What follows belongs to an exercise in optimizing a design on an open flow for small area and a short achievable clock period; a production flow would make more cautious choices. RTL that was checked went through simulation tests only; none was proved equivalent to the original. Function not checked in runs 2, 3 and 6 to 8: the RTL went through the layout flow alone. Power is estimated from default activity; no workload was simulated.

## config.mk

```make
export PLATFORM = sky130hd
export DESIGN_NAME = unified_mem_pipe
export DESIGN_NICKNAME = unified_mem_pipe
export VERILOG_FILES = /design/flow/design.v
export SDC_FILE = /design/flow/constraint.sdc
export NUM_CORES = 4
export LEC_CHECK = 0
export CAP_MARGIN = 20
export CORE_MARGIN = 2
export CORE_UTILIZATION = 30
export SLEW_MARGIN = 20
```

## design.v

```verilog
module unified_mem_pipe #(
    parameter int ADDR_W   = 6,
    parameter int READ_LAT = 1,
    parameter int CNT_W    = 16
) (
    input  logic              clk,
    input  logic              rst_n,
    input  logic              if_req,
    input  logic [ADDR_W-1:0] if_addr,
    output logic              if_ready,
    output logic              if_valid,
    output logic [31:0]       if_rdata,
    input  logic              d_req,
    input  logic              d_we,
    input  logic [2:0]        d_funct3,
    input  logic [ADDR_W-1:0] d_addr,
    input  logic [31:0]       d_wdata,
    output logic              d_ready,
    output logic              d_valid,
    output logic [31:0]       d_rdata,
    output logic              d_err,
    output logic [CNT_W-1:0]  conflict_cnt
);
    localparam int WA    = ADDR_W - 2;
    localparam int WORDS = 2 ** WA;
    logic [31:0]       mem [WORDS];
    logic              d_acc;
    logic              if_acc;
    logic              d_err_c;
    logic              d_wr;
    logic [3:0]        be;
    logic [31:0]       wd;
    logic [WA-1:0]     ra;
    logic [31:0]       rd_word;
    logic [7:0]        rd_byte;
    logic [15:0]       rd_half;
    logic [31:0]       ld_val;
    logic [CNT_W-1:0]  cnt_q;
    logic              d_vld_p0_q;
    logic              d_err_p0_q;
    logic [31:0]       d_rdata_p0_q;
    logic              if_vld_p0_q;
    logic [31:0]       if_rdata_p0_q;
    function automatic logic acc_err(input logic we, input logic [2:0] f3, input logic [1:0] a);
        logic e;
        case (f3)
            3'b000:  e = 1'b0;
            3'b001:  e = a[0];
            3'b010:  e = (a != 2'b00);
            3'b100:  e = we;
            3'b101:  e = we | a[0];
            default: e = 1'b1;
        endcase
        acc_err = e;
    endfunction
    assign d_ready  = rst_n;
    assign if_ready = rst_n & ~d_req;
    assign d_acc    = rst_n & d_req;
    assign if_acc   = rst_n & if_req & ~d_req;
    assign d_err_c  = acc_err(d_we, d_funct3, d_addr[1:0]);
    assign d_wr     = d_acc & d_we & ~d_err_c;
    always_comb begin
        case (d_funct3[1:0])
            2'b00:   be = 4'b0001 << d_addr[1:0];
            2'b01:   be = d_addr[1] ? 4'b1100 : 4'b0011;
            default: be = 4'b1111;
        endcase
    end
    assign wd[7:0]   = d_wdata[7:0];
    assign wd[15:8]  = (d_funct3[1:0] == 2'b00) ? d_wdata[7:0] : d_wdata[15:8];
    assign wd[23:16] = d_funct3[1] ? d_wdata[23:16] : d_wdata[7:0];
    assign wd[31:24] = d_funct3[1] ? d_wdata[31:24] :
                       (d_funct3[0] ? d_wdata[15:8] : d_wdata[7:0]);
    always_ff @(posedge clk) begin
        for (int k = 0; k < 4; k++)
            if (d_wr && be[k]) mem[d_addr[ADDR_W-1:2]][8*k +: 8] <= wd[8*k +: 8];
    end
    assign ra      = d_req ? d_addr[ADDR_W-1:2] : if_addr[ADDR_W-1:2];
    assign rd_word = mem[ra];
    assign rd_byte = rd_word[8*d_addr[1:0] +: 8];
    assign rd_half = d_addr[1] ? rd_word[31:16] : rd_word[15:0];
    always_comb begin
        case (d_funct3)
            3'b000:  ld_val = {{24{rd_byte[7]}}, rd_byte};
            3'b001:  ld_val = {{16{rd_half[15]}}, rd_half};
            3'b100:  ld_val = {24'h0, rd_byte};
            3'b101:  ld_val = {16'h0, rd_half};
            default: ld_val = rd_word;
        endcase
    end
    always_ff @(posedge clk or negedge rst_n) begin
        if (!rst_n) begin
            d_vld_p0_q    <= 1'b0;
            d_err_p0_q    <= 1'b0;
            d_rdata_p0_q  <= '0;
            if_vld_p0_q   <= 1'b0;
            if_rdata_p0_q <= '0;
            cnt_q         <= '0;
        end else begin
            d_vld_p0_q    <= d_acc;
            d_err_p0_q    <= d_acc & d_err_c;
            d_rdata_p0_q  <= (d_acc && !d_we && !d_err_c) ? ld_val : '0;
            if_vld_p0_q   <= if_acc;
            if_rdata_p0_q <= if_acc ? rd_word : '0;
            if (if_req && d_req && !(&cnt_q)) cnt_q <= cnt_q + CNT_W'(1);
        end
    end
    generate
        if (READ_LAT >= 2) begin : g_lat2
            logic        d_vld_p1_q;
            logic        d_err_p1_q;
            logic [31:0] d_rdata_p1_q;
            logic        if_vld_p1_q;
            logic [31:0] if_rdata_p1_q;
            always_ff @(posedge clk or negedge rst_n) begin
                if (!rst_n) begin
                    d_vld_p1_q    <= 1'b0;
                    d_err_p1_q    <= 1'b0;
                    d_rdata_p1_q  <= '0;
                    if_vld_p1_q   <= 1'b0;
                    if_rdata_p1_q <= '0;
                end else begin
                    d_vld_p1_q    <= d_vld_p0_q;
                    d_err_p1_q    <= d_err_p0_q;
                    d_rdata_p1_q  <= d_rdata_p0_q;
                    if_vld_p1_q   <= if_vld_p0_q;
                    if_rdata_p1_q <= if_rdata_p0_q;
                end
            end
            assign d_valid  = d_vld_p1_q;
            assign d_err    = d_err_p1_q;
            assign d_rdata  = d_rdata_p1_q;
            assign if_valid = if_vld_p1_q;
            assign if_rdata = if_rdata_p1_q;
        end else begin : g_lat1
            assign d_valid  = d_vld_p0_q;
            assign d_err    = d_err_p0_q;
            assign d_rdata  = d_rdata_p0_q;
            assign if_valid = if_vld_p0_q;
            assign if_rdata = if_rdata_p0_q;
        end
    endgenerate
    assign conflict_cnt = cnt_q;
endmodule
```

## run.sh

```bash
#!/bin/bash
# synth_recipe.tcl (not shown) runs the flow's synth.tcl, then flattens the netlist and writes it again
# the make line also repeats each setting of config.mk as NAME=value (left out here)
make -C /OpenROAD-flow-scripts/flow DESIGN_CONFIG=/design/flow/config.mk WORK_HOME=/design/flow/orfs CLKGATE_MAP_FILE= SYNTH_SCRIPT=/design/flow/synth_recipe.tcl finish
```

## constraint.sdc

```tcl
create_clock -name core_clock -period 5.5 [get_ports {clk}]
set_input_delay 1.1000 -clock core_clock [delete_from_list [all_inputs] [get_ports {clk}]]
set_output_delay 1.1000 -clock core_clock [all_outputs]
set_load 0.01 [all_outputs]
```

==> results of run 1 <==
path summary, 6_finish.rpt:
check,startpoint,end,cells past startpoint
max,d_addr[0],mem[10][5]$_DFFE_PP_,6
max reg2reg,mem[7][31]$_DFFE_PP_,d_rdata_p0_q[15]$_DFF_PN0_,6
max in group asynchronous,rst_n,d_rdata_p0_q[23]$_DFF_PN0_,2
min,rst_n,cnt_q[4]$_DFFE_PN0P_,1
min reg2reg,cnt_q[5]$_DFFE_PN0P_,cnt_q[5]$_DFFE_PN0P_,1
min in group core_clock,cnt_q[5]$_DFFE_PN0P_,cnt_q[5]$_DFFE_PN0P_,1
layout make-up:
type                       count  area share (%)
antenna                        1         0.00874
clock buffer                  71            5.56
clock inverter                39           0.952
inverter                       4          0.0524
multi-input combinational    675            21.1
sequential                   595            60.9
tap                         1050            4.59
timing repair buffer         209            6.84
layer usage:
| metal | wire, um | track usage, % | vias to the layer above |
|---|---|---|---|
| met5 | 72 | 0 | - |
| met4 | 1280 | 3.91 | 6 |
| met3 | 5330 | 3.31 | 108 |
| met2 | 27900 | 23.0 | 560 |
| met1 | 26700 | 21.3 | 6822 |
| li1 | - | - | 5660 |
registers in the layout, indices dropped and copies added (netlist names):
| register | flops |
|---|---|
| if_vld_p0_q | 1 |
| d_rdata_p0_q | 32 |
| mem | 512 |
| d_vld_p0_q | 1 |
| cnt_q | 16 |
| if_rdata_p0_q | 32 |
| d_err_p0_q | 1 |
stage by stage:
step / setup slack (ns) / hold WS, ns / cell area [um^2]
finish: 1.29 / 0.437 / 28600
global placement: 0.700 / 0.484 / 26700
global route: 1.11 / 0.473 / 28600
floorplan: 2.14 / 0.519 / 23800
detailed placement: 0.726 / 0.492 / 26800
CTS: 1.35 / 0.434 / 28600
critical path, stage by stage:
cell,delay (ns)
clkdlybuf4s50_1,0.67
a221oi_1,0.45
nor2_1,0.11
nor3b_1,0.65
nand2b_1,0.54
nor2_1,0.92
kinds of logic after synthesis:
family                   after synthesis
flip-flops                           595
AND/OR/NAND/NOR                      383
multiplexers                         185
AO/OA/AOI/OAI                         92
buffers and inverters                 80
XOR/XNOR                              14
adder cells (fa/ha/maj)                1
cells in the final DEF, fill, tap and decap left out, types with 4 or more instances in the layout:
| cell | netlist | routed |
|---|---|---|
| buf_4 | 7 | 71 |
| nor3_1 | 6 | 6 |
| o21ai_1 | 1 | 4 |
| mux2_2 | 19 | 19 |
| bufinv_16 | 0 | 4 |
| nand4_1 | 7 | 7 |
| a31oi_1 | 22 | 22 |
| o21ai_0 | 19 | 12 |
| mux4_2 | 121 | 121 |
| nand2b_1 | 4 | 4 |
| xnor2_1 | 11 | 11 |
| clkdlybuf4s50_1 | 0 | 132 |
| o21ai_2 | 0 | 4 |
| a22oi_1 | 11 | 11 |
| nor2b_1 | 8 | 8 |
| nand2_1 | 162 | 162 |
| a221oi_1 | 8 | 8 |
| dfrtp_1 | 83 | 83 |
| and3_1 | 33 | 33 |
| buf_12 | 0 | 5 |
| clkbuf_16 | 0 | 61 |
| clkinv_1 | 1 | 25 |
| edfxtp_1 | 512 | 512 |
| and2_1 | 24 | 24 |
| inv_4 | 0 | 4 |
| a21oi_1 | 6 | 6 |
| nor2_1 | 97 | 97 |
| o22ai_1 | 7 | 7 |
| nand3_2 | 10 | 10 |
| nand3_1 | 20 | 20 |
| mux2i_1 | 42 | 40 |
| clkbuf_1 | 35 | 7 |
| clkinv_2 | 0 | 6 |
where the power goes:
| group | internal [mW] | switching [mW] |
|---|---|---|
| sequential | 4.97 | 0.0382 |
| clock | 2.23 | 1.68 |
| combinational | 0.360 | 0.521 |
==> out/metrics.yaml, run 1 <==
clock_path_buffers: 3
syn_area_per_cell_um2: 17.6
ys_top_cells_by_area: "edfxtp_1 (65%), mux4_2 (11%), dfrtp_1 (8.7%), nand2_1 (2.6%), mux2i_1 (1.8%)"
final-seq-area_um2: 17500
powerDensity_nw_per_um2: 342
holdBufCountCts: 0
r2r_setup_slack_ns: 3.10
yosys_warnings: 1
power_mw: 9.80
critical_path_class: "in -> reg"
fin_crit_sh_pct: 76.6
die_w_um: 286
die_h_um: 286
clk_pin_slew_worst_paths_ns: 0.06
maxCapViolations: 0
cp_max_fo: 16
synth_xor_area_share_pct: 0.515
fin_cells: 2644
dieArea_um2: 81600
post_drt_wl_per_cell_um: 23.2
netlist.area_leader.share_pct: 64.6
io_pins: 137
yosysMostFrequentCell: "edfxtp_1"
drive_gt1_share_pct: 20.2
clock_sinks: 595
ant_nets: 0
synth_adder_area_share_pct: 0.0525
hold_path.class: "in -> async"
drt_iter0_drc: 1463
root_buffer: "clkbuf_16"
overflow: 0
async_flop_share_pct: 13.9
multi_input_area_um2: 6040
synth_edf_count: 512
ys_seq_area_share_pct: 73.3
synth_top_family_by_area: "multiplexers"
cts_buffers: 59
synthSimpleGateAreaFrac_pct: 7.48
grt_usage_pct: 14.9
ys.flop_type: "edfxtp_1"
crit_path_start_kind: "input pin"
core_area_um2: 78700
skew_ns: 0.0178
ys_ff_latch: 595
drc: 0
start_util_pct: 30.2
firstDrtPassIters: 5
htree_levels: 2
syn_area_um2: 23800
portBuffers: 134
grt_pass1_vias: 13400
drv_slew: 0
antenna_found_initial: 4
end_kind: "flip-flop"
netlist_top_cells_count: "edfxtp_1 (512), nand2_1 (162), mux4_2 (121)"
ys_types: 57
synth-compound-area-share_pct: 2.73
gp_congestion: 0.838
max_freq_mhz: 237
grt_max_degree: 49
status: "timing/DRC/antenna clean"
wl_mm: 61.3
synth_mux_area_share_pct: 14.3
syn-num-nets: 1403
maxSlewHeadroom_pct: 32.2
grt_pass1_wl_mm: 89.8
dp_cells: 2533
setup_viol: 0
tightest_slew_ns: 1.01
vias: 13200
post_cts.repair.setup_buffers: 0
nFillCells: 7219
yosysTopAreaCell: "edfxtp_1"
required_ns: 5.73
fin_util_pct: 36.4
worstSkewPairLatency_ns: 0.62
arrival_ns: 4.44
hpwlAfterDp_mm: 41.2
max-vdd-ir-drop_uv: 241
fin_crit_ns: 4.21
nets: 1597
leakage_nw: 9.75
tritoncts: "built"
vias_per_cell: 4.98
setup_tns_ns: 0
rsz0062_at_grt: "false"
syn2layout_area_growth_pct: 20.3
hold_violations: 0
cts_resized: 0
placementRows: 103
synth_cells: 1350
==> run 2: changes to the inputs <==
--- a/design.v
+++ b/design.v
@@ -76,7 +76,11 @@
             if (d_wr && be[k]) mem[d_addr[ADDR_W-1:2]][8*k +: 8] <= wd[8*k +: 8];
     end
     assign ra      = d_req ? d_addr[ADDR_W-1:2] : if_addr[ADDR_W-1:2];
-    assign rd_word = mem[ra];
+    always_comb begin
+        rd_word = '0;
+        for (int w = 0; w < WORDS; w++)
+            rd_word = rd_word | (mem[w] & {32{ra == WA'(w)}});
+    end
     assign rd_byte = rd_word[8*d_addr[1:0] +: 8];
     assign rd_half = d_addr[1] ? rd_word[31:16] : rd_word[15:0];
     always_comb begin
--- a/config.mk
+++ b/config.mk
@@ -8,4 +8,5 @@
 export CAP_MARGIN = 20
 export CORE_MARGIN = 2
 export CORE_UTILIZATION = 30
+export SETUP_SLACK_MARGIN = 2.5
 export SLEW_MARGIN = 20
==> out/metrics.yaml, run 2 <==
status: "timing/DRC/antenna clean"
end_kind: "flip-flop"
yosysMostFrequentCell: "edfxtp_1"
cts_buffers: 59
worstSkewPairLatency_ns: 0.64
wl_mm: 73.9
htree_levels: 2
core_area_um2: 75900
combPwrFrac_pct: 9.2
nets: 1763
syn-num-nets: 1496
max_stage_delay_ns: 0.42
maxSlewHeadroom_pct: 39.0
setup_viol: 0
max-vdd-ir-drop_uv: 221
ys.flop_type: "edfxtp_1"
grt_usage_pct: 18.5
arrival_ns: 3.38
layout_commonest_cell: "edfxtp_1"
swShare_pct: 23.5
netlist_top_cells_count: "edfxtp_1 (512), nor2_1 (126), a22oi_1 (125)"
syn_area_um2: 23000
critPathSlowestCell: "clkdlybuf4s50_1"
syn2layout_area_growth_pct: 28.7
firstDrtPassIters: 8
skew_ns: 0.0235
ys_types: 70
required_ns: 5.81
yosys_warnings: 1
ant_nets: 0
die_h_um: 281
final_cell_mix: "edfxtp_1 (512), buf_4 (127), a22oi_1 (124)"
yosysTopAreaCell: "edfxtp_1"
io_pins: 137
pwr-share-seq_pct: 50.9
leakage_nw: 9.83
crit_path_start_kind: "input pin"
fin_crit_sh_pct: 55.7
netlist.area_leader.share_pct: 66.8
drc: 0
clock_path_buffers: 3
vias_per_cell: 5.35
cp.buffers_inverters: 4
root_buffer: "clkbuf_16"
drive_gt1_share_pct: 23.3
hold_violations: 0
ys_ff_latch: 595
synth_cells: 1443
path_common_cell: "buf_4"
start_util_pct: 30.3
crit_chain: "clkdlybuf4s50_1, buf_4, a221o_1, o41ai_4, and3_4, nand2_4, buf_4, nor2_1, buf_4"
dieArea_um2: 78900
clk_pin_slew_worst_paths_ns: 0.06
tightest_slew_ns: 0.912
intPower_mw: 7.54
ys_top_cells_by_area: "edfxtp_1 (67%), dfrtp_1 (9.0%), a22oi_1 (4.1%), nor2_1 (2.1%), a22o_1 (1.9%)"
grt_pass1_wl_mm: 105
power_mw: 9.85
maxCapViolations: 0
tritoncts: "built"
critical_path_class: "in -> reg"
post_drt_wl_per_cell_um: 26.5
drv_slew: 0
switchingPower_mw: 2.31
fin_crit_ns: 3.06
grt_max_degree: 56
hold_path.class: "in -> async"
largest_reg_flops: 512
async_flop_share_pct: 13.9
cp_max_fo: 18
max_freq_mhz: 326
antenna_found_initial: 0
overflow: 0
gp_congestion: 0.864
drt_iter0_drc: 1905
placementRows: 101
grt_pass1_vias: 14700
synth_edf_count: 512
clock_sinks: 595
powerDensity_nw_per_um2: 333
critical_path.top_delay_family: "buffers and inverters"
rsz0062_at_grt: "true"
portBuffers: 134
syn_area_per_cell_um2: 15.9
setup_tns_ns: 0
n_antenna_cell: 0
die_w_um: 281
hpwlAfterDp_mm: 49.8
ys_seq_area_share_pct: 75.9
p_clk_share_pct: 40.0
vias: 14900
==> run 2: worst reg2reg max path, stage by stage (launching register included) <==
cell and delay (ns):
edfxtp_1 0.40, nor3b_1 0.16, o21ai_0 0.27, o211ai_1 0.16, a211oi_2 0.28, nand4_1 0.20, a21boi_2 0.27, o31ai_4 0.14
buf_12 0.16, a31o_4 0.19
==> run 2: path summary, 6_finish.rpt <==
| path | start | to | slack, ns | cells after the start |
|---|---|---|---|---|
| worst min register to register | cnt_q[14]$_DFFE_PN0P_ | cnt_q[14]$_DFFE_PN0P_ | 0.49 | 1 |
| worst max-delay path | d_funct3[0] | mem[6][2]$_DFFE_PP_ | 2.44 | 9 |
| worst min-delay path | rst_n | if_rdata_p0_q[28]$_DFF_PN0_ | 0.31 | 1 |
| min in group core_clock | cnt_q[14]$_DFFE_PN0P_ | cnt_q[14]$_DFFE_PN0P_ | 0.49 | 1 |
| worst max register to register | mem[3][15]$_DFFE_PP_ | d_rdata_p0_q[31]$_DFF_PN0_ | 3.16 | 9 |
| max in group asynchronous | rst_n | d_rdata_p0_q[1]$_DFF_PN0_ | 4.26 | 2 |
==> run 2: repair_timing <==
| action | in CTS | in global routing |
|---|---|---|
| cloned | 1 | 2 |
| setup buffers | 39 | 23 |
| resized for setup | 155 | 51 |
| pin swaps | 29 | 20 |
| endpoints found under the setup margin | 569 | 322 |
| hold buffers | 0 | 0 |
==> run 2: area by class of cell <==
cell class	count	area (um^2)
clock inverter	37	295
multi-input combinational	755	6020
inverter	7	26.3
fill	6947	46300
tap	1030	1290
sequential	595	17500
clock buffer	74	1590
timing repair buffer	292	2940
==> run 2: power by group through the flow <==
| stage | clock network [mW] | registers [mW] | logic, mW |
|---|---|---|---|
| after detailed placement | 0 | 5.10 | 0.802 |
| after global routing | 4.17 | 5.01 | 0.948 |
| after CTS | 3.99 | 5.01 | 0.855 |
| final | 3.94 | 5.01 | 0.904 |
| after global placement | 0 | 5.10 | 0.789 |
| after floorplan | 0 | 5.11 | 0.361 |
==> run 2: logic make-up after synthesis <==
| family | count (synthesis) | share of synthesized area [%] |
|---|---|---|
| multiplexers | 48 | 2.27 |
| buffers and inverters | 93 | 1.95 |
| flip-flops | 595 | 75.9 |
| AND/OR/NAND/NOR | 330 | 6.76 |
| XOR/XNOR | 15 | 0.571 |
| adder cells (fa/ha/maj) | 1 | 0.0544 |
| AO/OA/AOI/OAI | 361 | 12.5 |
==> run 2: per-layer routing <==
metal	global-route usage [%]	vias to the layer above	routed length (um)
li1	-	6350	-
met1	26.2	7560	31300
met2	27.8	879	32300
met3	4.57	144	8010
met4	5.88	0	2330
met5	0	-	0
==> run 2: metrics by stage <==
| step | worst slack [ns] | hold WS (ns) | util [%] | cells | area, um^2 |
|---|---|---|---|---|---|
| floorplan | 2.18 | 0.516 | - | 1443 | 23300 |
| global placement | 0.680 | 0.470 | 34.6 | 2614 | 26200 |
| detailed placement | 0.607 | 0.480 | 34.6 | 2614 | 26200 |
| CTS | 2.42 | 0.282 | 38.2 | 2765 | 29000 |
| global route | 2.38 | 0.304 | 39.0 | 2790 | 29600 |
| finish | 2.44 | 0.307 | 39.0 | 2790 | 29600 |
==> run 3: changes to the inputs <==
==> flow/run.sh (new file) <==
#!/bin/bash
# Standard synthesis, then the standard layout with two changes: ports are buffered with
# buf_2 instead of the resizer's default pick, and repair may resize a cell to any cell of the
# same function (not only the same footprint). Each make's full output goes to its own log.
set -euo pipefail
bash standard.sh synth > synth.log 2>&1
bash standard.sh MATCH_CELL_FOOTPRINT=0 "BUFFER_PORTS_ARGS=-buffer_cell sky130_fd_sc_hd__buf_2" finish > layout.log 2>&1
==> standard.sh (new file) <==
#!/bin/bash
# synth_recipe.tcl (not shown) runs the flow's synth.tcl, then flattens the netlist and writes it again
# the make line also repeats each setting of config.mk as NAME=value (left out here)
make -C /OpenROAD-flow-scripts/flow DESIGN_CONFIG=/design/flow/config.mk WORK_HOME=/design/flow/orfs CLKGATE_MAP_FILE= SYNTH_SCRIPT=/design/flow/synth_recipe.tcl "${@:-finish}"
removed: run.sh
==> out/metrics.yaml, run 3 <==
p_clk_share_pct: 40.6
tritoncts: "built"
syn2layout_area_growth_pct: 23.8
die_w_um: 281
ys.flop_type: "edfxtp_1"
antenna_found_initial: 4
synth_edf_count: 512
maxCapViolations: 0
post_drt_wl_per_cell_um: 27.0
overflow: 0
leakage_nw: 9.72
wl_mm: 74.4
cp_max_fo: 8
async_flop_share_pct: 13.9
required_ns: 6.00
nets: 1731
holdBufCountCts: 0
grt_usage_pct: 18.6
htree_levels: 2
final_cell_mix: "edfxtp_1 (512), a22oi_1 (125), buf_2 (123)"
hpwlAfterDp_mm: 48.9
power_mw: 9.86
arrival_ns: 3.55
firstDrtPassIters: 7
clock_path_buffers: 3
maxSlewHeadroom_pct: 26.8
grt_max_degree: 68
path_common_cell: "o31ai_4"
hold_path.class: "in -> async"
vias: 14900
root_buffer: "clkbuf_16"
gp_congestion: 0.904
drive_gt1_share_pct: 28.7
status: "timing/DRC/antenna clean"
whs_ns: 0.349
crit_chain: "buf_12, or3b_4, o32ai_4, buf_6, a222oi_1, o221ai_1, or3_4, o31ai_4, buf_4, o31ai_4, o21bai_1"
r2r_setup_slack_ns: 2.87
crit_path_start_kind: "input pin"
max_freq_mhz: 328
hold_violations: 0
stdcell_area_um2: 28500
ant_nets: 0
portBuffers: 134
io_pins: 137
yosysTopAreaCell: "edfxtp_1"
max-vdd-ir-drop_uv: 246
combPwrFrac_pct: 8.6
placementRows: 101
ys_types: 70
swShare_pct: 23.0
core_area_um2: 75900
powerDensity_nw_per_um2: 346
die_h_um: 281
switchingPower_mw: 2.27
setup_viol: 0
yosysMostFrequentCell: "edfxtp_1"
critical_path.top_delay_family: "compound AO/OA/AOI/OAI gates"
tightest_slew_ns: 1.09
netlist.area_leader.share_pct: 66.8
fin_crit_ns: 3.05
syn-num-nets: 1496
setup_tns_ns: 0
clock_sinks: 595
postPlaceCellArea_um2: 25400
critPathSlowestCell: "or3_4"
vias_per_cell: 5.40
n_antenna_cell: 0
fin_crit_sh_pct: 55.5
pwr-share-seq_pct: 50.8
netlist_top_cells_count: "edfxtp_1 (512), nor2_1 (126), a22oi_1 (125)"
ys_top_cells_by_area: "edfxtp_1 (67%), dfrtp_1 (9.0%), a22oi_1 (4.1%), nor2_1 (2.1%), a22o_1 (1.9%)"
ys_ff_latch: 595
start_util_pct: 30.3
yosys_warnings: 1
rsz0062_at_grt: "true"
worstSkewPairLatency_ns: 0.63
drc: 0
skew_ns: 0.0145
intPower_mw: 7.59
end_kind: "flip-flop"
drt_iter0_drc: 1875
drv_slew: 0
max_stage_delay_ns: 0.42
layout_commonest_cell: "edfxtp_1"
ys_seq_area_share_pct: 75.9
syn_area_per_cell_um2: 15.9
synth_cells: 1443
critical_path_class: "in -> reg"
clk_pin_slew_worst_paths_ns: 0.06
syn_area_um2: 23000
cts_buffers: 58
largest_reg_flops: 512
grt_pass1_vias: 14400
fin_util_pct: 37.5
grt_pass1_wl_mm: 105
dieArea_um2: 78900
cp.buffers_inverters: 3
[run 3: worst register-to-register path, cell delays in order, from the launching register on]
cell and delay [ns]:
edfxtp_1 0.39, and3_1 0.20, o21ai_0 0.31, o211ai_1 0.15, a211oi_1 0.41, nand4_1 0.32, a21boi_4 0.35, o31ai_4 0.16
a31o_2 0.24
[run 3: final cells by class]
| class | instances | area (um^2) |
|---|---|---|
| Timing Repair Buffer | 259 | 1860 |
| Clock buffer | 81 | 1640 |
| Fill cell | 7028 | 47500 |
| Tap cell | 1030 | 1290 |
| Clock inverter | 24 | 264 |
| Inverter | 7 | 26.3 |
| Multi-Input combinational cell | 757 | 5940 |
| Sequential cell | 595 | 17500 |
[run 3: kinds of logic after synthesis]
| family | Yosys count | share of synthesized area, % |
|---|---|---|
| adders and majority gates | 1 | 0.0544 |
| muxes | 48 | 2.27 |
| xor gates and xnor gates | 15 | 0.571 |
| and+or+nand+nor | 330 | 6.76 |
| AOI/OAI and AO/OA | 361 | 12.5 |
| buffers and inverters | 93 | 1.95 |
| DFF | 595 | 75.9 |
[run 3: final timing paths]
| path | from | to | cells after the start |
|---|---|---|---|
| worst max-delay path | if_addr[3] | d_rdata_p0_q[16]$_DFF_PN0_ | 11 |
| worst min-delay path | rst_n | d_rdata_p0_q[20]$_DFF_PN0_ | 1 |
| worst max register to register | mem[15][15]$_DFFE_PP_ | d_rdata_p0_q[23]$_DFF_PN0_ | 8 |
| worst min register to register | cnt_q[15]$_DFFE_PN0P_ | cnt_q[15]$_DFFE_PN0P_ | 1 |
| max in group asynchronous | rst_n | cnt_q[5]$_DFFE_PN0P_ | 2 |
| min in group core_clock | cnt_q[15]$_DFFE_PN0P_ | cnt_q[15]$_DFFE_PN0P_ | 1 |
[run 3: power groups by stage]
stage | Clock, mW | Combinational [mW] | Sequential (mW)
after floorplan | 0 | 0.361 | 5.11
after detailed placement | 0 | 0.740 | 5.10
after global placement | 0 | 0.730 | 5.10
final | 4.00 | 0.848 | 5.01
after global routing | 4.21 | 0.889 | 5.01
after CTS | 4.04 | 0.802 | 5.01
[run 3: stage by stage]
step	worst slack [ns]	std cells
2_1_floorplan	2.18	1443
4_1_cts	2.48	2742
3_3_place_gp	0.938	2587
5_1_grt	2.38	2753
6_report	2.45	2753
3_5_place_dp	0.859	2587
[run 3: timing repair]
item	4_1_cts	5_1_grt
buffers inserted	48	10
endpoints found under the setup margin	320	377
hold endpoints to repair	0	0
pin swaps	24	15
gates resized for setup	108	48
gates cloned	2	1
[run 3: per-layer routing]
| metal | GRT usage, % | wire [um] | up-vias |
|---|---|---|---|
| li1 | - | - | 6287 |
| met2 | 28.1 | 33000 | 897 |
| met3 | 4.61 | 8440 | 149 |
| met4 | 5.39 | 2050 | 8 |
| met5 | 0 | 38 | - |
| met1 | 26.3 | 30900 | 7528 |
==> run 4: changes to the inputs <==
--- a/design.v
+++ b/design.v
@@ -76,11 +76,7 @@
             if (d_wr && be[k]) mem[d_addr[ADDR_W-1:2]][8*k +: 8] <= wd[8*k +: 8];
     end
     assign ra      = d_req ? d_addr[ADDR_W-1:2] : if_addr[ADDR_W-1:2];
-    always_comb begin
-        rd_word = '0;
-        for (int w = 0; w < WORDS; w++)
-            rd_word = rd_word | (mem[w] & {32{ra == WA'(w)}});
-    end
+    assign rd_word = mem[ra];
     assign rd_byte = rd_word[8*d_addr[1:0] +: 8];
     assign rd_half = d_addr[1] ? rd_word[31:16] : rd_word[15:0];
     always_comb begin
==> out/metrics.yaml, run 4 <==
setup_viol: 0
htree_levels: 2
ys_top_cells_by_area: "edfxtp_1 (65%), mux4_2 (11%), dfrtp_1 (8.7%), nand2_1 (2.6%), mux2i_1 (1.8%)"
overflow: 0
switchingPower_mw: 2.31
nets: 1583
swShare_pct: 22.8
grt_pass1_wl_mm: 91.0
fin_crit_ns: 3.01
post_drt_wl_per_cell_um: 23.8
max_stage_delay_ns: 0.50
p_clk_share_pct: 41.9
drc: 0
dieArea_um2: 81600
fin_util_pct: 36.8
vias_per_cell: 5.00
yosysMostFrequentCell: "edfxtp_1"
required_ns: 5.76
whs_ns: 0.483
r2r_setup_slack_ns: 3.20
critPathSlowestCell: "nor2_2"
arrival_ns: 3.26
ant_nets: 0
intPower_mw: 7.84
syn2layout_area_growth_pct: 21.6
end_kind: "flip-flop"
largest_reg_flops: 512
hold_path.class: "in -> async"
vias: 13100
ys_types: 57
syn_area_um2: 23800
cp_max_fo: 19
netlist_top_cells_count: "edfxtp_1 (512), nand2_1 (162), mux4_2 (121)"
maxSlewHeadroom_pct: 28.7
maxCapViolations: 0
combPwrFrac_pct: 8.7
powerDensity_nw_per_um2: 350
power_mw: 10.1
critical_path_class: "in -> reg"
placementRows: 103
yosysTopAreaCell: "edfxtp_1"
wl_mm: 62.6
grt_pass1_vias: 13400
final_cell_mix: "edfxtp_1 (512), nand2_1 (162), buf_2 (130)"
die_w_um: 286
hold_violations: 0
leakage_nw: 10.0
clock_sinks: 595
hpwlAfterDp_mm: 39.8
worstSkewPairLatency_ns: 0.63
clock_path_buffers: 3
io_pins: 137
dp_cells: 2489
firstDrtPassIters: 6
max-vdd-ir-drop_uv: 224
pwr-share-seq_pct: 49.3
status: "timing/DRC/antenna clean"
layout_commonest_cell: "edfxtp_1"
tightest_slew_ns: 1.07
drive_gt1_share_pct: 34.4
fin_cells: 2632
crit_chain: "buf_2, nor4_2, nor2_1, nor3b_4, o21ai_2, buf_4, nor2_2"
die_h_um: 286
root_buffer: "clkbuf_16"
syn-num-nets: 1403
setup_tns_ns: 0
antenna_found_initial: 6
rsz0062_at_grt: "true"
async_flop_share_pct: 13.9
portBuffers: 134
ys_seq_area_share_pct: 73.3
core_area_um2: 78700
grt_usage_pct: 15.1
skew_ns: 0.0144
synth_edf_count: 512
syn_area_per_cell_um2: 17.6
gp_congestion: 0.872
drt_iter0_drc: 1334
tritoncts: "built"
clk_pin_slew_worst_paths_ns: 0.06
drv_slew: 0
fin_crit_sh_pct: 54.7
start_util_pct: 30.2
ys_ff_latch: 595
yosys_warnings: 1
ys.flop_type: "edfxtp_1"
synth_cells: 1350
cts_buffers: 60
max_freq_mhz: 332
crit_path_start_kind: "input pin"
netlist.area_leader.share_pct: 64.6
grt_max_degree: 44
[run 4: changes by cell type after synthesis, sizes merged, moves of 17 or more]
cell    previous run  this run
a222oi            24         0
a22oi            125        11
nand2             74       162
a31oi              5        22
a221oi            37         8
and2               8        25
a22o              50         1
nor2             126        98
and3               5        33
mux4               0       121
[run 4: routing by layer]
layer / global-route usage [%] / vias up / routed length [um]
met4: 3.94 / 8 / 1260
met2: 23.8 / 582 / 28800
met5: 0 / - / 41
met3: 3.81 / 93 / 5760
li1: - / 5678 / -
met1: 21.0 / 6787 / 26700
[run 4: area by class of cell]
cell class                 instances  area, um^2
multi-input combinational        681        6780
fill                            7204       49800
inverter                           4        15.0
tap                             1050        1310
timing repair buffer             188        1280
sequential                       595       17500
clock inverter                    26         294
antenna                            2        5.00
clock buffer                      86        1820
[run 4: cells by family after synthesis]
logic type,share of synthesized area [%]
xor gates and xnor gates,0.515
buffers and inverters,1.65
DFF,73.3
adders and majority gates,0.0525
muxes,14.3
AOI/OAI and AO/OA,2.73
and+or+nand+nor,7.48
[run 4: critical path, delay by kind of cell]
family / cells / cell delay (ns)
simple gates: 4 / 1.43
buf+inv: 2 / 0.61
compound gates: 1 / 0.10
[run 4: what timing repair did]
action	in CTS	in global routing
setup buffers	13	5
hold endpoints to repair	0	0
resized for setup	53	34
gates cloned	8	3
hold buffers	0	0
pin swaps	2	6
endpoints found under the setup margin	209	297
[run 4: metrics by stage]
stage | worst slack (ns) | instance area, um^2
6_report | 2.49 | 29000
5_1_grt | 2.40 | 29000
4_1_cts | 2.31 | 28700
3_5_place_dp | 0.838 | 26100
3_3_place_gp | 0.890 | 26100
2_1_floorplan | 2.18 | 24300
[run 4: power by group through the flow]
stage	Clock [mW]	Sequential, mW	Combinational (mW)
CTS	4.33	5.01	0.868
detailed placement	0	5.10	0.807
floorplan	0	5.11	0.470
global route	4.51	5.01	0.943
global placement	0	5.10	0.791
finish	4.26	5.01	0.885
[run 4: path summary, 6_finish.rpt]
| check | depth (start not counted) | endpoint | from |
|---|---|---|---|
| min in group core_clock | 1 | cnt_q[15]$_DFFE_PN0P_ | cnt_q[15]$_DFFE_PN0P_ |
| worst min-delay path | 2 | d_rdata_p0_q[14]$_DFF_PN0_ | rst_n |
| worst max-delay path | 7 | mem[0][29]$_DFFE_PP_ | d_funct3[0] |
| max in group asynchronous | 2 | cnt_q[2]$_DFFE_PN0P_ | rst_n |
| worst max register to register | 7 | cnt_q[15]$_DFFE_PN0P_ | cnt_q[0]$_DFFE_PN0P_ |
| worst min register to register | 1 | cnt_q[15]$_DFFE_PN0P_ | cnt_q[15]$_DFFE_PN0P_ |
==> run 5: changes to the inputs <==
--- a/config.mk
+++ b/config.mk
@@ -8,5 +8,5 @@
 export CAP_MARGIN = 20
 export CORE_MARGIN = 2
 export CORE_UTILIZATION = 30
-export SETUP_SLACK_MARGIN = 2.5
+export SETUP_SLACK_MARGIN = 3.2
 export SLEW_MARGIN = 20
==> out/metrics.yaml, run 5 <==
gp_congestion: 0.823
overflow: 0
core_area_um2: 78700
cts_buffers: 60
skew_ns: 0.0216
final_cell_mix: "edfxtp_1 (512), nand2_1 (144), mux4_2 (121)"
maxCapViolations: 0
cp.buffers_inverters: 2
synth_edf_count: 512
drv_slew: 0
die_h_um: 286
max_freq_mhz: 344
powerDensity_nw_per_um2: 320
rsz0062_at_grt: "true"
syn-num-nets: 1403
leakage_nw: 11.3
post_drt_wl_per_cell_um: 25.0
io_pins: 137
wl_met3_mm: 6.54
layout_commonest_cell: "edfxtp_1"
wl_met2_mm: 33.0
worstSkewPairLatency_ns: 0.63
portBuffers: 134
antenna_found_initial: 10
crit_path_start_kind: "input pin"
wl_met1_mm: 28.0
drt_iter0_drc: 1546
critPathSlowestCell: "mux4_2"
fin_crit_ns: 2.91
fin_util_pct: 40.9
max_stage_delay_ns: 0.44
crit_start: "d_req"
ys.flop_type: "edfxtp_1"
wl_mm: 69.7
grt_pass1_vias: 14300
hold_path.class: "in -> async"
placementRows: 103
clk_pin_slew_worst_paths_ns: 0.06
hpwlAfterDp_mm: 42.3
die_w_um: 286
top_layer: "met5"
yosys_warnings: 1
hold_violations: 0
nets: 1738
ys_ff_latch: 595
drive_gt1_share_pct: 44.7
clock_path_buffers: 3
setup_tns_ns: 0
yosysTopAreaCell: "edfxtp_1"
syn2layout_area_growth_pct: 35.3
root_buffer: "clkbuf_16"
reg2reg_from: "mem[3][31]$_DFFE_PP_"
htree_levels: 2
required_ns: 6.00
synth_cells: 1350
ant_nets: 0
tritoncts: "built"
dp_slack_ns: 1.01
ys_types: 57
netlist_top_cells_count: "edfxtp_1 (512), nand2_1 (162), mux4_2 (121)"
vias_per_cell: 5.11
ys_seq_area_share_pct: 73.3
drc: 0
netlist.area_leader.share_pct: 64.6
grt_usage_pct: 16.7
grt_pass1_wl_mm: 100
whs_ns: 0.359
maxSlewHeadroom_pct: 35.0
max-vdd-ir-drop_uv: 294
end_kind: "flip-flop"
arrival_ns: 3.41
cp_max_fo: 6
async_flop_share_pct: 13.9
tightest_slew_ns: 0.971
status: "timing/DRC/antenna clean"
critical_path_class: "in -> reg"
firstDrtPassIters: 6
timing.final.ws_setup_ns: 2.59
start_util_pct: 30.2
vias: 14200
crit_chain: "buf_16, mux2_8, mux4_2, mux2_4, or3_4, o2111a_2, buf_6, nand4_4, o211ai_1"
critical_path.top_delay_family: "multiplexers"
fin_cells: 2787
syn_area_per_cell_um2: 17.6
dp_cells: 2477
dieArea_um2: 81600
yosysMostFrequentCell: "edfxtp_1"
largest_reg_flops: 512
ys_top_cells_by_area: "edfxtp_1 (65%), mux4_2 (11%), dfrtp_1 (8.7%), nand2_1 (2.6%), mux2i_1 (1.8%)"
setup_viol: 0
fin_crit_sh_pct: 52.9
clock_sinks: 595
syn_area_um2: 23800
grt_max_degree: 83
run 5: cell types whose count changed in the layout (fill, tap and decap cells not counted), sizes merged:
cell,previous run,this run
buf,183,321
clkinv,16,21
mux2,24,29
bufinv,5,8
clkinvlp,3,5
clkbuf,91,92
mux2i,44,43
nand2,162,163
nand4,10,11
run 5: cell type report:
class                      count  area, um^2
antenna                        2        5.00
inverter                       4        15.0
clock buffer                  76        1580
fill                        6813       46500
multi-input combinational    687        7630
tap                         1050        1310
sequential                   595       17500
clock inverter                36         380
timing repair buffer         337        3830
run 5: stage by stage:
stage	cell area (um^2)	power, mW
after detailed placement	26100	5.91
final	32200	10.3
after global placement	26100	5.89
after floorplan	24300	5.59
after global routing	32200	10.6
after CTS	31300	10.3
run 5: worst paths after layout:
kind	end	slack [ns]	depth (start not counted)
worst max-delay path	d_rdata_p0_q[23]$_DFF_PN0_	2.59	9
worst min-delay path	if_rdata_p0_q[19]$_DFF_PN0_	0.36	2
worst max register to register	d_rdata_p0_q[23]$_DFF_PN0_	3.21	7
worst min register to register	cnt_q[15]$_DFFE_PN0P_	0.57	2
max in group asynchronous	if_rdata_p0_q[3]$_DFF_PN0_	4.25	3
min in group core_clock	cnt_q[15]$_DFFE_PN0P_	0.57	2
run 5: timing repair:
item | in CTS | in global routing
buffers inserted | 131 | 38
resized for setup | 255 | 91
hold buffers | 0 | 0
endpoints found under the hold margin | 0 | 0
endpoints found under the setup margin | 723 | 693
cloned | 24 | 3
pin swaps | 92 | 47
run 5: kinds of logic after synthesis:
logic type               after synthesis  share of synthesized area (%)
multiplexers                         185                           14.3
buffers and inverters                 80                           1.65
XOR/XNOR                              14                          0.515
adder cells (fa/ha/maj)                1                         0.0525
AND/OR/NAND/NOR                      383                           7.48
AO/OA/AOI/OAI                         92                           2.73
flip-flops                           595                           73.3
run 5: worst reg2reg max path, cell delays in order (launching register included):
cell and delay, ns:
edfxtp_1 0.39, mux4_2 0.47, mux2_4 0.31, or3_4 0.34
o2111a_2 0.24, buf_6 0.15, nand4_4 0.14, o211ai_1 0.11
run 5: power breakdown:
group	switching [mW]	internal, mW	total, mW	leakage [nW]
Clock	1.69	2.40	4.09	0.937
Sequential	0.0215	4.97	5.00	5.70
Combinational	0.685	0.528	1.21	4.62
Total	2.40	7.90	10.3	11.3
run 5: per-layer routing:
metal  vias to the layer above  global-route usage, %
met5                         -                      0
met4                        12                   4.61
met3                       144                   4.35
met2                       652                   26.8
met1                      7444                   22.4
li1                       5992                      -
==> run 6: changes to the inputs <==
--- a/design.v
+++ b/design.v
@@ -76,7 +76,11 @@
             if (d_wr && be[k]) mem[d_addr[ADDR_W-1:2]][8*k +: 8] <= wd[8*k +: 8];
     end
     assign ra      = d_req ? d_addr[ADDR_W-1:2] : if_addr[ADDR_W-1:2];
-    assign rd_word = mem[ra];
+    always_comb begin
+        rd_word = '0;
+        for (int w = 0; w < WORDS; w++)
+            rd_word = rd_word | (mem[w] & {32{ra == WA'(w)}});
+    end
     assign rd_byte = rd_word[8*d_addr[1:0] +: 8];
     assign rd_half = d_addr[1] ? rd_word[31:16] : rd_word[15:0];
     always_comb begin
==> out/metrics.yaml, run 6 <==
status: "timing/DRC/antenna clean"
root_buffer: "clkbuf_16"
largest_reg_flops: 512
placementRows: 101
grt_max_degree: 39
p_clk_share_pct: 39.6
ys_ff_latch: 595
ys.flop_type: "edfxtp_1"
netlist.area_leader.share_pct: 66.8
end_kind: "flip-flop"
skew_ns: 0.0227
leakage_nw: 11.4
synth_cells: 1443
switchingPower_mw: 2.39
power_mw: 10.2
layout_commonest_cell: "edfxtp_1"
portBuffers: 134
drt_iter0_drc: 2236
maxCapViolations: 0
tightest_slew_ns: 0.779
syn-num-nets: 1496
r2r_cells: 9
hold_violations: 0
final_cell_mix: "edfxtp_1 (512), buf_4 (169), buf_2 (116)"
die_w_um: 281
vias_per_cell: 5.52
dp_slack_ns: 0.870
max_freq_mhz: 337
worstSkewPairLatency_ns: 0.64
ys_top_cells_by_area: "edfxtp_1 (67%), dfrtp_1 (9.0%), a22oi_1 (4.1%), nor2_1 (2.1%), a22o_1 (1.9%)"
yosysMostFrequentCell: "edfxtp_1"
timing.final.ws_setup_ns: 2.54
crit_start: "d_addr[5]"
whs_ns: 0.275
fin_crit_ns: 2.96
reg2reg_from: "mem[15][15]$_DFFE_PP_"
gp_congestion: 0.883
r2r_setup_slack_ns: 3.07
syn2layout_area_growth_pct: 41.5
core_area_um2: 75900
clock_path_buffers: 3
overflow: 0
max-vdd-ir-drop_uv: 220
hold_path.class: "in -> async"
nets: 1941
clock_sinks: 595
firstDrtPassIters: 7
combPwrFrac_pct: 11.3
swShare_pct: 23.5
cts_buffers: 59
nFillCells: 6529
reg2reg_to: "d_rdata_p0_q[28]$_DFF_PN0_"
grt_usage_pct: 20.2
antenna_found_initial: 6
drive_gt1_share_pct: 42.1
powerDensity_nw_per_um2: 312
yosys_warnings: 1
io_pins: 137
grt_pass1_vias: 15700
drc: 0
intPower_mw: 7.78
netlist_top_cells_count: "edfxtp_1 (512), nor2_1 (126), a22oi_1 (125)"
syn_area_per_cell_um2: 15.9
pwr-share-seq_pct: 49.1
yosysTopAreaCell: "edfxtp_1"
fin_crit_sh_pct: 53.9
setup_tns_ns: 0
ys_seq_area_share_pct: 75.9
final-seq-area_um2: 17500
clk_pin_slew_worst_paths_ns: 0.06
crit_path_start_kind: "input pin"
tritoncts: "built"
required_ns: 6.00
critical_path_class: "in -> reg"
wl_mm: 83.9
drv_slew: 0
arrival_ns: 3.46
start_util_pct: 30.3
cp_max_fo: 18
multi_input_area_um2: 6860
maxSlewHeadroom_pct: 47.9
ys_types: 70
syn_area_um2: 23000
htree_levels: 2
post_drt_wl_per_cell_um: 28.3
ant_nets: 0
hpwlAfterDp_mm: 48.5
die_h_um: 281
synth_edf_count: 512
setup_viol: 0
dieArea_um2: 78900
rsz0062_at_grt: "true"
grt_pass1_wl_mm: 114
vias: 16400
async_flop_share_pct: 13.9
run 6: changes by cell type in the layout (fill, tap and decap cells not counted), moves of 24 or more:
cell | previous run | this run
a222oi_1 | 0 | 24
a221oi_2 | 2 | 29
mux4_2 | 121 | 0
a22oi_1 | 9 | 113
a22o_1 | 1 | 50
nand2_1 | 144 | 59
buf_4 | 66 | 169
run 6: worst max-delay path by stage:
| stage | depth (start not counted) | end | slack [ns] |
|---|---|---|---|
| 2_1_floorplan | 11 | d_rdata_p0_q[20]$_DFF_PN0_ | 2.18 |
| 3_3_place_gp | 11 | d_rdata_p0_q[3]$_DFF_PN0_ | 0.90 |
| 3_5_place_dp | 9 | d_rdata_p0_q[13]$_DFF_PN0_ | 0.87 |
| 4_1_cts | 12 | d_rdata_p0_q[28]$_DFF_PN0_ | 2.65 |
| 5_1_grt | 11 | d_rdata_p0_q[20]$_DFF_PN0_ | 2.51 |
| 6_report | 11 | d_rdata_p0_q[28]$_DFF_PN0_ | 2.54 |
run 6: critical path, stage by stage:
cell and delay (ns):
buf_6 0.15, nand3_1 0.28, o22ai_4 0.19, a222oi_1 0.35, o221ai_1 0.20, or3_4 0.45, o31ai_4 0.21, buf_6 0.16
o31ai_4 0.07, buf_6 0.14, o21bai_1 0.15
run 6: cell type report:
class / count / area share (%)
well taps: 1030 / 3.96
diodes: 2 / 0.0154
flip-flops and latches: 595 / 53.6
multi-input cells: 760 / 21.1
inverters: 7 / 0.104
clock buffers: 77 / 4.87
repair buffers: 465 / 15.4
clock inverters: 30 / 0.968
run 6: what timing repair did:
action	CTS	global route
gates cloned	12	5
buffers inserted	187	84
pin swaps	107	96
resized for setup	224	128
hold buffers	0	0
setup endpoints to repair	595	589
run 6: per-layer routing:
| layer | wire length (um) | global-route usage (%) |
|---|---|---|
| met1 | 31900 | 26.6 |
| met3 | 8450 | 3.89 |
| met4 | 4400 | 9.37 |
| met5 | 0 | 0 |
| met2 | 39100 | 32.1 |
run 6: cell families after synthesis:
family	Yosys count	synth area share, %
buf+inv	93	1.95
mux	48	2.27
xor+xnor	15	0.571
flops	595	75.9
compound gates	361	12.5
fa+ha+maj	1	0.0544
simple gates	330	6.76
run 6: per-stage QoR:
step | cells | util, % | instance area [um^2]
floorplan | 1443 | - | 24100
global placement | 2569 | 34.0 | 25800
detailed placement | 2569 | 34.0 | 25800
CTS | 2875 | 40.7 | 30900
global route | 2966 | 42.9 | 32600
finish | 2966 | 42.9 | 32600
run 6: power by group through the flow:
stage / Combinational (mW) / Sequential, mW / Clock [mW]
final: 1.15 / 4.99 / 4.03
after global routing: 1.20 / 5.00 / 4.25
after CTS: 1.01 / 4.99 / 4.05
after detailed placement: 0.757 / 5.10 / 0
after global placement: 0.745 / 5.10 / 0
after floorplan: 0.406 / 5.11 / 0
==> run 7: changes to the inputs <==
==> flow/run.sh (replaced) <==
#!/bin/bash
# Standard synthesis, then the standard layout with these changes: ports are buffered with
# buf_2 instead of the resizer's default pick, repair may resize a cell to any cell of the
# same function (not only the same footprint), and the clock tree uses smaller buffers and
# no dummy loads. Each make's full output goes to its own log.
set -euo pipefail
bash standard.sh synth > synth.log 2>&1
bash standard.sh MATCH_CELL_FOOTPRINT=0 \
  "BUFFER_PORTS_ARGS=-buffer_cell sky130_fd_sc_hd__buf_2" \
  "CTS_ARGS=-sink_clustering_enable -repair_clock_nets -dont_use_dummy_load -buf_list {sky130_fd_sc_hd__clkbuf_4 sky130_fd_sc_hd__clkbuf_8}" \
  finish > layout.log 2>&1
--- a/config.mk
+++ b/config.mk
@@ -8,5 +8,5 @@
 export CAP_MARGIN = 20
 export CORE_MARGIN = 2
 export CORE_UTILIZATION = 30
-export SETUP_SLACK_MARGIN = 3.2
+export SETUP_SLACK_MARGIN = 2.5
 export SLEW_MARGIN = 20
==> out/metrics.yaml, run 7 <==
rsz0062_at_grt: "true"
ant_nets: 0
dp_slack_ns: 0.859
power_mw: 8.86
leakage_nw: 9.54
max-vdd-ir-drop_uv: 148
crit_path_start_kind: "input pin"
dp_cells: 2587
max_freq_mhz: 332
required_ns: 6.07
drt_iter0_drc: 1914
yosysMostFrequentCell: "edfxtp_1"
yosysTopAreaCell: "edfxtp_1"
core_area_um2: 75900
synth_edf_count: 512
root_buffer: "clkbuf_8"
cts_buffers: 93
netlist_top_cells_count: "edfxtp_1 (512), nor2_1 (126), a22oi_1 (125)"
grt_pass1_wl_mm: 105
grt_util_met1_pct: 26.2
overflow: 0
synth_cells: 1443
layout_commonest_cell: "edfxtp_1"
ys_ff_latch: 595
drive_gt1_share_pct: 29.7
skew_ns: 0.0687
tightest_slew_ns: 1.10
setup_tns_ns: 0
syn_area_um2: 23000
grt_pass1_vias: 14600
die_h_um: 281
fin_crit_sh_pct: 54.8
grtUsageMet3_pct: 4.48
fin_crit_ns: 3.01
status: "timing/DRC/antenna clean"
hpwlAfterDp_mm: 48.9
ys.flop_type: "edfxtp_1"
fin_cells: 2759
ys_seq_area_share_pct: 75.9
nets: 1783
timing.final.ws_setup_ns: 2.49
netlist.area_leader.share_pct: 66.8
async_flop_share_pct: 13.9
post_drt_wl_per_cell_um: 27.1
drc: 0
die_w_um: 281
maxSlewHeadroom_pct: 26.3
largest_reg_flops: 512
htree_levels: 3
ys_top_cells_by_area: "edfxtp_1 (67%), dfrtp_1 (9.0%), a22oi_1 (4.1%), nor2_1 (2.1%), a22o_1 (1.9%)"
nFillCells: 7125
hold_violations: 0
syn2layout_area_growth_pct: 21.2
wl_mm: 74.7
critical_path_class: "in -> reg"
grt_max_degree: 68
placementRows: 101
end_kind: "flip-flop"
maxCapViolations: 0
vias_per_cell: 5.45
final-seq-area_um2: 17500
holdBufCountCts: 0
powerDensity_nw_per_um2: 318
multi_input_area_um2: 5860
grt_busiest_layer: "met2"
yosys_warnings: 1
portBuffers: 134
hold_path.class: "in -> async"
ys_types: 70
grt_usage_pct: 18.6
clock_path_buffers: 3
stdcell_area_um2: 27900
firstDrtPassIters: 17
vias: 15000
cp_max_fo: 8
worstSkewPairLatency_ns: 0.69
clk_pin_slew_worst_paths_ns: 0.06
io_pins: 137
setup_viol: 0
clock_sinks: 595
dieArea_um2: 78900
tritoncts: "built"
postPlaceCellArea_um2: 25400
antenna_found_initial: 8
use_met2_pct: 28.0
start_util_pct: 30.3
syn_area_per_cell_um2: 15.9
final_cell_mix: "edfxtp_1 (512), buf_4 (126), a22oi_1 (125)"
drv_slew: 0
arrival_ns: 3.58
gp_congestion: 0.904
syn-num-nets: 1496
run 7: final timing paths:
| path | endpoint | startpoint | slack, ns | depth (start not counted) |
|---|---|---|---|---|
| setup / recovery | d_rdata_p0_q[31]$_DFF_PN0_ | d_req | 2.49 | 11 |
| hold / removal | d_rdata_p0_q[25]$_DFF_PN0_ | rst_n | 0.29 | 1 |
| setup reg to reg | d_rdata_p0_q[31]$_DFF_PN0_ | mem[15][15]$_DFFE_PP_ | 2.90 | 8 |
| hold reg to reg | cnt_q[15]$_DFFE_PN0P_ | cnt_q[15]$_DFFE_PN0P_ | 0.48 | 1 |
| max in group asynchronous | if_rdata_p0_q[14]$_DFF_PN0_ | rst_n | 4.02 | 2 |
| min in group core_clock | cnt_q[15]$_DFFE_PN0P_ | cnt_q[15]$_DFFE_PN0P_ | 0.48 | 1 |
run 7: final cells by class:
| cell class | instances | share of cell area [%] |
|---|---|---|
| flip-flops and latches | 595 | 62.6 |
| multi-input cells | 757 | 21.0 |
| repair buffers | 276 | 7.13 |
| well taps | 1030 | 4.62 |
| clock buffers | 93 | 4.59 |
| inverters | 7 | 0.0942 |
| diodes | 1 | 0.00897 |
run 7: kinds of logic (layout without fill, tap and decap cells):
logic type	Yosys count	in the layout	share of synthesized area [%]
other	0	1	0
buffers and inverters	93	376	1.95
muxes	48	48	2.27
xor gates and xnor gates	15	15	0.571
and+or+nand+nor	330	331	6.76
DFF	595	595	75.9
AOI/OAI and AO/OA	361	362	12.5
adders and majority gates	1	1	0.0544
run 7: metrics by stage:
stage | hold slack (ns) | utilization (%)
2_1_floorplan | 0.516 | -
3_3_place_gp | 0.470 | 33.4
3_5_place_dp | 0.478 | 33.4
4_1_cts | 0.260 | 36.0
5_1_grt | 0.281 | 36.7
6_report | 0.294 | 36.7
run 7: worst max-delay path, cell delays in order:
cell	delay, ns
buf_16	0.13
buf_4	0.14
mux2_4	0.37
mux2_4	0.32
a32oi_1	0.20
mux2i_1	0.11
or3_4	0.43
o31ai_4	0.28
buf_6	0.16
o31ai_4	0.09
a31o_2	0.24
run 7: power by group:
part | leakage (nW) | switching [mW] | internal, mW | total, mW
clock | 0.669 | 1.51 | 1.48 | 3.00
sequential | 5.70 | 0.0342 | 4.98 | 5.01
combinational | 3.17 | 0.577 | 0.274 | 0.851
total | 9.54 | 2.12 | 6.74 | 8.86
run 7: timing repair:
| item | CTS | global route |
|---|---|---|
| pin swaps | 19 | 19 |
| buffers inserted | 42 | 32 |
| endpoints found under the setup margin | 279 | 347 |
| cloned | 1 | 3 |
| resized for setup | 79 | 56 |
run 7: per-layer routing:
metal	routed length, um	share of wire (%)
met5	68	0.091
met1	30700	41
met3	8580	11
met4	2080	2.8
met2	33300	45
==> run 8: changes to the inputs <==
--- a/design.v
+++ b/design.v
@@ -75,22 +75,35 @@
         for (int k = 0; k < 4; k++)
             if (d_wr && be[k]) mem[d_addr[ADDR_W-1:2]][8*k +: 8] <= wd[8*k +: 8];
     end
-    assign ra      = d_req ? d_addr[ADDR_W-1:2] : if_addr[ADDR_W-1:2];
+    assign ra = d_req ? d_addr[ADDR_W-1:2] : if_addr[ADDR_W-1:2];
+    logic [31:0] rd_grp [WORDS/4];
     always_comb begin
-        rd_word = '0;
-        for (int w = 0; w < WORDS; w++)
-            rd_word = rd_word | (mem[w] & {32{ra == WA'(w)}});
+        for (int g = 0; g < WORDS/4; g++) begin
+            case (ra[1:0])
+                2'd0:    rd_grp[g] = mem[4*g + 0];
+                2'd1:    rd_grp[g] = mem[4*g + 1];
+                2'd2:    rd_grp[g] = mem[4*g + 2];
+                default: rd_grp[g] = mem[4*g + 3];
+            endcase
+        end
+        rd_word = rd_grp[ra[WA-1:2]];
     end
-    assign rd_byte = rd_word[8*d_addr[1:0] +: 8];
+    logic [3:0] bsel;
+    logic       ld_ok;
+    logic       sx;
+    assign ld_ok = d_acc & ~d_we & ~d_err_c;
+    always_comb begin
+        bsel = '0;
+        bsel[d_addr[1:0]] = 1'b1;
+    end
+    assign rd_byte = ({8{bsel[0]}} & rd_word[7:0])   | ({8{bsel[1]}} & rd_word[15:8]) |
+                     ({8{bsel[2]}} & rd_word[23:16]) | ({8{bsel[3]}} & rd_word[31:24]);
     assign rd_half = d_addr[1] ? rd_word[31:16] : rd_word[15:0];
+    assign sx = ~d_funct3[2] & (d_funct3[0] ? rd_half[15] : rd_byte[7]);
     always_comb begin
-        case (d_funct3)
-            3'b000:  ld_val = {{24{rd_byte[7]}}, rd_byte};
-            3'b001:  ld_val = {{16{rd_half[15]}}, rd_half};
-            3'b100:  ld_val = {24'h0, rd_byte};
-            3'b101:  ld_val = {16'h0, rd_half};
-            default: ld_val = rd_word;
-        endcase
+        ld_val[7:0]   = (d_funct3[1:0] == 2'b00) ? rd_byte : rd_half[7:0];
+        ld_val[15:8]  = (d_funct3[1:0] == 2'b00) ? {8{sx}} : rd_half[15:8];
+        ld_val[31:16] = (d_funct3[1:0] == 2'b10) ? rd_word[31:16] : {16{sx}};
     end
     always_ff @(posedge clk or negedge rst_n) begin
         if (!rst_n) begin
@@ -103,7 +116,7 @@
         end else begin
             d_vld_p0_q    <= d_acc;
             d_err_p0_q    <= d_acc & d_err_c;
-            d_rdata_p0_q  <= (d_acc && !d_we && !d_err_c) ? ld_val : '0;
+            d_rdata_p0_q  <= ld_ok ? ld_val : '0;
             if_vld_p0_q   <= if_acc;
             if_rdata_p0_q <= if_acc ? rd_word : '0;
             if (if_req && d_req && !(&cnt_q)) cnt_q <= cnt_q + CNT_W'(1);
==> flow/run.sh (replaced) <==
#!/bin/bash
# Standard synthesis, then the standard layout with two changes: ports are buffered with
# buf_2 instead of the resizer's default pick, and repair may resize a cell to any cell of the
# same function (not only the same footprint). Each make's full output goes to its own log.
set -euo pipefail
bash standard.sh synth > synth.log 2>&1
bash standard.sh MATCH_CELL_FOOTPRINT=0 "BUFFER_PORTS_ARGS=-buffer_cell sky130_fd_sc_hd__buf_2" finish > layout.log 2>&1
==> out/metrics.yaml, run 8 <==
arrival_ns: 3.51
nets: 2000
crit_chain: "buf_4, buf_12, buf_4, a21o_2, o22a_1, o311ai_1, and4_2, o21ai_2, nor3_4, buf_4, buf_12, a311oi_1"
ys_seq_area_share_pct: 71.0
end_kind: "flip-flop"
clock_sinks: 595
yosysMostFrequentCell: "edfxtp_1"
die_h_um: 290
hold_path.class: "in -> async"
powerDensity_nw_per_um2: 330
gp_congestion: 0.900
critical_path_class: "in -> reg"
die_w_um: 290
async_flop_share_pct: 13.9
tightest_slew_ns: 1.12
ys_types: 73
hpwlAfterDp_mm: 49.1
holdBufCountCts: 0
core_area_um2: 80800
rsz0062_at_grt: "true"
final_cell_mix: "edfxtp_1 (512), a21oi_1 (144), buf_2 (128)"
ys_ff_latch: 595
fin_crit_sh_pct: 55.4
reg2reg_from: "mem[1][23]$_DFFE_PP_"
netlist_top_cells_count: "edfxtp_1 (512), a21oi_1 (152), nor2_1 (125)"
drv_slew: 0
cp_max_fo: 13
ant_nets: 0
max_stage_delay_ns: 0.39
drc: 0
whs_ns: 0.305
grt_pass1_vias: 16200
post_drt_wl_per_cell_um: 26.4
layout_commonest_cell: "edfxtp_1"
overflow: 0
fin_crit_ns: 3.05
drive_gt1_share_pct: 29.7
clk_pin_slew_worst_paths_ns: 0.07
critPathSlowestCell: "o311ai_1"
vias_per_cell: 5.52
leakage_nw: 10.5
firstDrtPassIters: 5
yosysTopAreaCell: "edfxtp_1"
start_util_pct: 30.4
syn-num-nets: 1772
setup_tns_ns: 0
placementRows: 104
max_freq_mhz: 328
cp.buffers_inverters: 5
grt_usage_pct: 18.2
path_common_cell: "buf_4"
power_mw: 10.1
wl_mm: 80.7
maxSlewHeadroom_pct: 25.2
ys_top_cells_by_area: "edfxtp_1 (63%), dfrtp_1 (8.5%), mux2i_1 (3.3%), a21oi_1 (3.1%), nor2_1 (1.9%)"
maxCapViolations: 0
r2r_cells: 9
syn2layout_area_growth_pct: 25.1
syn_area_um2: 24600
io_pins: 137
netlist.area_leader.share_pct: 62.6
dieArea_um2: 84200
synth_edf_count: 512
skew_ns: 0.0245
status: "timing/DRC/antenna clean"
nFillCells: 7478
max-vdd-ir-drop_uv: 258
clock_path_buffers: 3
largest_reg_flops: 512
grt_pass1_wl_mm: 113
required_ns: 5.97
antenna_found_initial: 4
drt_iter0_drc: 1911
vias: 16900
cts_buffers: 58
r2r_setup_slack_ns: 3.13
grt_max_degree: 77
worstSkewPairLatency_ns: 0.63
root_buffer: "clkbuf_16"
htree_levels: 2
setup_viol: 0
tritoncts: "built"
fin_util_pct: 38.0
yosys_warnings: 2
syn_area_per_cell_um2: 14.3
hold_violations: 0
portBuffers: 134
reg2reg_to: "d_rdata_p0_q[19]$_DFF_PN0_"
crit_path_start_kind: "input pin"
critical_path.top_delay_family: "compound AO/OA/AOI/OAI gates"
ys.flop_type: "edfxtp_1"
synth_cells: 1719
[run 8: cell types whose count changed in the layout (fill, tap and decap cells not counted), sizes merged, moves of 33 or more]
cell,delta
a21oi,+141
a22oi,-122
a2111oi,+51
mux2i,+51
a22o,-49
nand2,+42
a221oi,-33
[run 8: worst reg2reg max path, cell delays in order, from the launching register on]
cell	delay, ns
edfxtp_1	0.39
mux2_2	0.28
a222oi_1	0.33
a21oi_1	0.20
o211ai_1	0.33
o32ai_4	0.16
nor3_4	0.17
buf_4	0.16
buf_12	0.14
a311oi_1	0.07
[run 8: kinds of logic after synthesis]
| logic type | count (synthesis) | share of synthesized area, % |
|---|---|---|
| muxes | 112 | 4.77 |
| AOI/OAI and AO/OA | 452 | 12.7 |
| adders and majority gates | 1 | 0.0509 |
| DFF | 595 | 71.0 |
| xor gates and xnor gates | 15 | 0.535 |
| and+or+nand+nor | 409 | 8.31 |
| buffers and inverters | 135 | 2.56 |
[run 8: cell type report]
class / count / area (um^2) / share of cell area (%)
antenna: 1 / 2.50 / 0.00814
clock buffer: 70 / 1520 / 4.94
clock inverter: 36 / 372 / 1.21
inverter: 7 / 26.3 / 0.0855
multi-input combinational: 995 / 7710 / 25.1
sequential: 595 / 17500 / 56.8
tap: 1060 / 1330 / 4.31
timing repair buffer: 290 / 2330 / 7.58
[run 8: where the power goes]
part / switching (mW) / total (mW) / internal [mW]
Sequential: 0.0317 / 5.00 / 4.97
Combinational: 0.723 / 1.12 / 0.400
Clock: 1.73 / 4.02 / 2.29
[run 8: per-stage QoR]
step	cell area [um^2]	setup WS [ns]	instances
after CTS	29800	2.42	3006
after global routing	30700	2.38	3053
final	30700	2.45	3054
after floorplan	25200	2.34	1719
after global placement	27100	0.901	2862
after detailed placement	27100	0.865	2862
[run 8: worst max path at each step]
stage,start,end,slack (ns),cells after the start
4_1_cts,d_funct3[0],mem[2][13]$_DFFE_PP_,2.42,7
3_5_place_dp,d_req,d_rdata_p0_q[11]$_DFF_PN0_,0.86,10
5_1_grt,d_addr[2],d_rdata_p0_q[19]$_DFF_PN0_,2.38,13
3_3_place_gp,d_req,d_rdata_p0_q[11]$_DFF_PN0_,0.90,10
2_1_floorplan,if_addr[2],d_rdata_p0_q[26]$_DFF_PN0_,2.34,9
6_report,if_addr[2],d_rdata_p0_q[19]$_DFF_PN0_,2.45,12
[run 8: timing repair]
action                                  in CTS  in global routing
resized for setup                          118                107
pin swaps                                   13                 18
endpoints found under the setup margin     226                202
gates cloned                                10                  7
buffers inserted                            28                 40
[run 8: layer usage]
metal | global-route usage (%) | vias up | routed length, um
met1 | 25.4 | 8505 | 33400
met4 | 6.55 | 2 | 2880
met3 | 4.13 | 169 | 8310
met2 | 27.6 | 960 | 36000
li1 | - | 7234 | -
met5 | 0 | - | 13

==> afterwards: timing with drivers on the ports <==
The results above use ideal ports. As a check the final layouts listed here were re-extracted and re-timed, cells and wires unchanged. Step 1 sets driving cells, clkbuf_16 on the clock port and buf_2 on the other inputs (assumed; they add their load-dependent delay and slew). Step 2, shift: input delay + t, output delay - t, t = (earliest + latest rising clock arrival at the registers) / 2. This alone moves slack from input paths to output paths. Slacks: no drivers / after step 1 / after step 2; pairs: no drivers / after step 1.
run	t (ns)	setup slack, ns	worst data-port slew with drivers (ns)
run 1	0.673	1.288 / 1.315 / 0.642	0.15
run 2	0.689	2.435 / 2.471 / 1.782	0.12
run 3	0.688	2.449 / 2.374 / 1.686	0.18
run 4	0.688	2.491 / 2.501 / 1.813	0.17
run 5	0.682	2.592 / 2.563 / 1.881	0.12
run 6	0.689	2.537 / 2.263 / 1.574	0.41
run 7	0.711	2.487 / 2.330 / 1.619	0.26
run 8	0.682	2.455 / 2.361 / 1.679	0.20
After both steps every run listed still meets setup and hold. For run 6, which loses most, drivers alone change the setup slack by -0.274 ns; drivers and shift together by -0.963 ns.
